What follows belongs to an exercise in optimizing a design on an open flow for small area, a short achievable clock period and few clock cycles per item; a production flow would make more cautious choices. Only simulation tests tie the RTL to the original design; equivalence was not proved. Power and IR drop assume default switching activity.

## cedar
==> flow/design.v <==
package mipsPkg;
	localparam int dataWidth    = 32;
	localparam int regAddrWidth = 5;
	localparam int regCount     = 1 << regAddrWidth;
	localparam logic [5:0] opSpecial = 6'h00;  
	localparam logic [5:0] opAddiu   = 6'h09;
	localparam logic [5:0] opAndi    = 6'h0c;
	localparam logic [5:0] opOri     = 6'h0d;
	localparam logic [5:0] opLui     = 6'h0f;
	localparam logic [5:0] opLw      = 6'h23;
	localparam logic [5:0] opSb      = 6'h28;
	localparam logic [5:0] opSh      = 6'h29;
	localparam logic [5:0] opSw      = 6'h2b;
	localparam logic [5:0] fnSll  = 6'h00;
	localparam logic [5:0] fnSrl  = 6'h02;
	localparam logic [5:0] fnAddu = 6'h21;
	localparam logic [5:0] fnSubu = 6'h23;
	localparam logic [5:0] fnAnd  = 6'h24;
	localparam logic [5:0] fnOr   = 6'h25;
	localparam logic [5:0] fnXor  = 6'h26;
	localparam logic [5:0] fnSlt  = 6'h2a;
	localparam logic [1:0] sizeByte = 2'd1;
	localparam logic [1:0] sizeHalf = 2'd2;
	localparam logic [1:0] sizeWord = 2'd0;
endpackage
`timescale 1ns/10ps
module regFile (
	input  logic        CLK,
	input  logic        we,
	input  logic [4:0]  wa,
	input  logic [31:0] wd,
	input  logic [31:1] sel1,  
	input  logic [31:1] sel2,
	output logic [31:0] rd1,
	output logic [31:0] rd2
);
	logic [31:0] regs [1:31];
	always_ff @(posedge CLK) begin
		if (we && wa != 5'd0) begin
			regs[wa] <= wd;
		end
	end
	always_comb begin
		rd1 = '0;
		rd2 = '0;
		for (int i = 1; i < 32; i++) begin
			rd1 = rd1 | ({32{sel1[i]}} & regs[i]);
			rd2 = rd2 | ({32{sel2[i]}} & regs[i]);
		end
	end
endmodule
`timescale 1ns/10ps
module aluUnit (
	input  logic [31:0] p,            
	input  logic [31:0] g,            
	input  logic [4:0]  shamt,
	input  logic        signsDiffer,  
	input  logic        aNeg,         
	input  logic        selAdd,
	input  logic        selSub,
	input  logic        selAnd,
	input  logic        selOr,
	input  logic        selXor,
	input  logic        selSlt,
	input  logic        selSll,
	input  logic        selSrl,
	output logic [31:0] y
);
	logic [31:0] gl [0:5];
	logic [31:0] pl [0:5];
	logic [31:0] x;                   
	logic [31:0] carry;
	logic [31:0] sum;
	logic        lessThan;
	logic [31:0] shOut;
	logic [31:0] shRev;
	assign gl[0] = g;
	assign pl[0] = p;
	always_comb begin
		for (int k = 0; k < 5; k++) begin
			for (int i = 0; i < 32; i++) begin
				if (((i >> k) & 1) == 1) begin
					gl[k+1][i] = gl[k][i] | (pl[k][i] & gl[k][((i >> k) << k) - 1]);
					pl[k+1][i] = pl[k][i] & pl[k][((i >> k) << k) - 1];
				end else begin
					gl[k+1][i] = gl[k][i];
					pl[k+1][i] = pl[k][i];
				end
			end
		end
	end
	assign carry    = {gl[5][30:0], 1'b0};
	assign x        = p & ~g;
	assign sum      = x ^ carry;
	assign lessThan = signsDiffer ? aNeg : ~sum[31];
	assign shOut = p >> shamt;
	always_comb begin
		for (int i = 0; i < 32; i++) begin
			shRev[i] = shOut[31-i];
		end
	end
	assign y = ({32{selAdd}} & sum)
	         | ({32{selSub}} & ~sum)
	         | ({32{selAnd}} & g)
	         | ({32{selOr}}  & p)
	         | ({32{selXor}} & x)
	         | ({32{selSlt}} & {31'd0, lessThan})
	         | ({32{selSll}} & shRev)
	         | ({32{selSrl}} & shOut);
endmodule
`timescale 1ns/10ps
module mipsCore (
	input  logic        CLK,
	input  logic        rstN,
	output logic [31:0] instrAddress,
	input  logic [31:0] instrData,
	output logic [31:0] dataAddress,
	output logic        memRead,
	output logic        memWrite,
	output logic [31:0] dataWrite,
	output logic [1:0]  writeSize,
	input  logic [31:0] dataRead
);
	logic stall;
	logic [31:2] pc;
	logic [31:0] ir;
	logic [31:1] selRs;
	logic [31:1] selRt;
	assign instrAddress = {pc, 2'b00};
	assign ir           = instrData;
	always_ff @(posedge CLK or negedge rstN) begin
		if (!rstN) begin
			pc <= '0;
		end else if (!stall) begin
			pc <= pc + 30'd1;
		end
	end
	always_comb begin
		for (int i = 1; i < 32; i++) begin
			selRs[i] = ir[25:21] == 5'(i);
			selRt[i] = ir[20:16] == 5'(i);
		end
	end
	logic [5:0]  op;
	logic [4:0]  rs;
	logic [4:0]  rt;
	logic [4:0]  rd;
	logic [5:0]  fn;
	logic [15:0] imm;
	logic        isR;
	logic        rAdd, rSub, rAnd, rOr, rXor, rSlt, rSll, rSrl, rAlu;
	logic        iAddiu, iAndi, iOri, iLui, iLw, iSw, iSh, iSb, isStore;
	logic        regWrite;
	logic [4:0]  dest;
	logic        useRs;
	logic        useRt;
	logic        useImm;
	logic [31:0] immExt;
	assign op  = ir[31:26];
	assign rs  = ir[25:21];
	assign rt  = ir[20:16];
	assign rd  = ir[15:11];
	assign fn  = ir[5:0];
	assign imm = ir[15:0];
	assign isR    = op == mipsPkg::opSpecial;
	assign rAdd   = isR & (fn == mipsPkg::fnAddu);
	assign rSub   = isR & (fn == mipsPkg::fnSubu);
	assign rAnd   = isR & (fn == mipsPkg::fnAnd);
	assign rOr    = isR & (fn == mipsPkg::fnOr);
	assign rXor   = isR & (fn == mipsPkg::fnXor);
	assign rSlt   = isR & (fn == mipsPkg::fnSlt);
	assign rSll   = isR & (fn == mipsPkg::fnSll);
	assign rSrl   = isR & (fn == mipsPkg::fnSrl);
	assign rAlu   = rAdd | rSub | rAnd | rOr | rXor | rSlt;
	assign iAddiu = op == mipsPkg::opAddiu;
	assign iAndi  = op == mipsPkg::opAndi;
	assign iOri   = op == mipsPkg::opOri;
	assign iLui   = op == mipsPkg::opLui;
	assign iLw    = op == mipsPkg::opLw;
	assign iSw    = op == mipsPkg::opSw;
	assign iSh    = op == mipsPkg::opSh;
	assign iSb    = op == mipsPkg::opSb;
	assign isStore = iSw | iSh | iSb;
	assign regWrite = rAlu | rSll | rSrl | iAddiu | iAndi | iOri | iLui | iLw;
	assign dest     = isR ? rd : rt;
	assign useRs    = rAlu | iAddiu | iAndi | iOri | iLw | isStore;
	assign useRt    = rAlu | rSll | rSrl | isStore;
	assign useImm   = iAddiu | iAndi | iOri | iLui | iLw | isStore;
	assign immExt   = iLui ? {imm, 16'h0000} :
	                  (iAndi | iOri) ? {16'h0000, imm} : {{16{imm[15]}}, imm};
	logic        exWr, exLoad, exStore;
	logic [4:0]  exDest;
	logic [31:0] aluOut;
	logic        memWr, memLoad, memStore;
	logic [4:0]  memDest;
	logic [31:0] memRes;
	logic [31:0] memVal;
	logic [31:0] rfA, rfB;
	logic [31:0] fwdA, fwdB;
	logic        exHitA, exHitB, memHitA, memHitB;
	logic        depStall;
	logic        issue;
	regFile u_regFile (
		.CLK(CLK), .we(memWr), .wa(memDest), .wd(memVal),
		.sel1(selRs), .sel2(selRt), .rd1(rfA), .rd2(rfB)
	);
	assign exHitA  = exWr & (exDest == rs);
	assign exHitB  = exWr & (exDest == rt);
	assign memHitA = memWr & (memDest == rs);
	assign memHitB = memWr & (memDest == rt);
	assign fwdA = memHitA ? memVal : rfA;
	assign fwdB = memHitB ? memVal : rfB;
	assign depStall = (useRs & exHitA) | (useRt & exHitB);
	assign stall   = depStall;
	assign issue   = ~depStall;
	logic [31:0] opA, opB;
	logic [31:0] fwdBRev;
	logic [31:0] exP, exG, exSD;
	logic [4:0]  exShamt;
	logic [1:0]  exSize;
	logic        exAdd, exSub, exAnd, exOr, exXor, exSlt, exSll, exSrl;
	logic        exSignsDiffer, exANeg;
	always_comb begin
		for (int i = 0; i < 32; i++) begin
			fwdBRev[i] = fwdB[31-i];
		end
	end
	assign opA = (iLui | rSll | rSrl) ? 32'd0 : (rSub | rSlt) ? ~fwdA : fwdA;
	assign opB = useImm ? immExt : rSll ? fwdBRev : fwdB;
	always_ff @(posedge CLK or negedge rstN) begin
		if (!rstN) begin
			exWr    <= 1'b0;
			exLoad  <= 1'b0;
			exStore <= 1'b0;
		end else begin
			exWr    <= issue & regWrite & (dest != 5'd0);
			exLoad  <= issue & iLw;
			exStore <= issue & isStore;
		end
	end
	always_ff @(posedge CLK) begin
		exDest  <= dest;
		exShamt <= ir[10:6];
		exSize  <= iSb ? mipsPkg::sizeByte : iSh ? mipsPkg::sizeHalf : mipsPkg::sizeWord;
		exAdd   <= rAdd | iAddiu | iLw | isStore;
		exSub   <= rSub;
		exAnd   <= rAnd | iAndi;
		exOr    <= rOr | iOri | iLui;
		exXor   <= rXor;
		exSlt   <= rSlt;
		exSll   <= rSll;
		exSrl   <= rSrl;
		exP     <= opA | opB;
		exG     <= opA & opB;
		exSD    <= fwdB;
		exSignsDiffer <= fwdA[31] ^ fwdB[31];
		exANeg  <= fwdA[31];
	end
	aluUnit u_alu (
		.p(exP), .g(exG), .shamt(exShamt), .signsDiffer(exSignsDiffer), .aNeg(exANeg),
		.selAdd(exAdd), .selSub(exSub), .selAnd(exAnd), .selOr(exOr),
		.selXor(exXor), .selSlt(exSlt), .selSll(exSll), .selSrl(exSrl),
		.y(aluOut)
	);
	logic [31:0] memSD;
	logic [1:0]  memSize;
	always_ff @(posedge CLK or negedge rstN) begin
		if (!rstN) begin
			memWr    <= 1'b0;
			memLoad  <= 1'b0;
			memStore <= 1'b0;
		end else begin
			memWr    <= exWr;
			memLoad  <= exLoad;
			memStore <= exStore;
		end
	end
	always_ff @(posedge CLK) begin
		memDest <= exDest;
		memRes  <= aluOut;
		memSD   <= exSD;
		memSize <= exSize;
	end
	assign memVal      = memLoad ? dataRead : memRes;
	assign dataAddress = memRes;
	assign memRead     = memLoad;
	assign memWrite    = memStore;
	assign dataWrite   = memSD;
	assign writeSize   = memSize;
endmodule
Settings: LEC_CHECK=0, ABC_CLOCK_PERIOD_IN_PS=2000, CAP_MARGIN=20, CORE_MARGIN=2, CORE_UTILIZATION=40, CTS_BUF_LIST=sky130_fd_sc_hd__clkbuf_8, PLACE_DENSITY=0.6, SETUP_SLACK_MARGIN=1.7, SLEW_MARGIN=20, TNS_END_PERCENT=100; clock period 4.4 ns.
standard.sh (not shown) runs the stock make flow with config.mk's settings and CLKGATE_MAP_FILE= SYNTH_SCRIPT=/design/flow/synth_recipe.tcl, a recipe that flattens the netlist after the stock synthesis.
==> flow/flow/run.sh <==
#!/bin/bash
set -euo pipefail
export BUFFER_PORTS_ARGS="-buffer_cell sky130_fd_sc_hd__buf_2"
bash standard.sh > standard_flow.log 2>&1
Testbench counts of cedar, summed over its fixed seeds: cycles 42,319, instrs 39,840.
Input-level comparison between pine and cedar:
--- a/flow/design.v
+++ b/flow/design.v
@@ -261,12 +261,13 @@
 		.selAdd(exAdd), .selSub(exSub), .selAnd(exAnd), .selOr(exOr),
 		.selXor(exXor), .selSlt(exSlt), .selSll(exSll), .selSrl(exSrl),
 		.y(aluOut)
 	);
 	logic [31:0] memSD;
 	logic [1:0]  memSize;
+	logic        memWbLoad;   
 	always_ff @(posedge CLK or negedge rstN) begin
 		if (!rstN) begin
 			memWr    <= 1'b0;
 			memLoad  <= 1'b0;
 			memStore <= 1'b0;
 		end else begin
@@ -277,14 +278,15 @@
 	end
 	always_ff @(posedge CLK) begin
 		memDest <= exDest;
 		memRes  <= aluOut;
 		memSD   <= exSD;
 		memSize <= exSize;
-	end
-	assign memVal      = memLoad ? dataRead : memRes;
+		memWbLoad <= exLoad;
+	end
+	assign memVal      = memWbLoad ? dataRead : memRes;
 	assign dataAddress = memRes;
 	assign memRead     = memLoad;
 	assign memWrite    = memStore;
 	assign dataWrite   = memSD;
 	assign writeSize   = memSize;
 endmodule
Results
- Between cedar and pine, the portion of the layout cell area used by clock cells is lower for pine.
- Delta (pine minus cedar): latest clock arrival within the worst-skew pair went down by 0.02 ns; multi-input logic area went down; xor/xnor share of the synthesized area now sits at about the same level; number of non-clock buffers went up.
- Compared pine against cedar; met1 usage in global routing within noise.
- The proportion of register bits with asynchronous set or reset after synthesis on cedar is in line with that on pine.
- The setup slack of pine is larger than that of cedar.
- Taking cedar as the reference, in pine smallest hold slack now larger, clock power share now smaller, buffers plus inverters on the worst setup path now smaller.
- Looking at overall power consumption, pine sits 1.7% below cedar.
Testbench counts of pine, summed over its fixed seeds: cycles 42,319, instrs 39,840.

[afterwards: timing with drivers on the ports]
Ports are ideal in the flow. The routed layouts listed here were re-timed in OpenROAD.
Step 1, drivers: a clkbuf_16 drives CLK and a buf_2 each remaining input, both assumed.
Step 2 moves the port delays by t, midway between the first and last clock arrival at a register: inputs arrive t later, outputs are due t later. That takes back most of the time a late clock gives input paths.
Slacks: ideal / step 1 / step 2; pairs: ideal / step 1.
| run | t, ns | setup WS [ns] | worst hold slack (ns) | clock arrival spread, ns |
|---|---|---|---|---|
| cedar | 1.057 | 1.547 / 1.462 / 0.405 | 0.022 / -0.021 / 0.322 | 0.070 / 0.070 |
| pine | 1.040 | 1.633 / 1.610 / 0.569 | 0.059 / 0.045 / 0.320 | 0.070 / 0.071 |
After both steps every run listed still meets setup and hold. The setup slack of cedar, which loses most, moves by -0.085 ns with the drivers and by -1.142 ns with both steps.
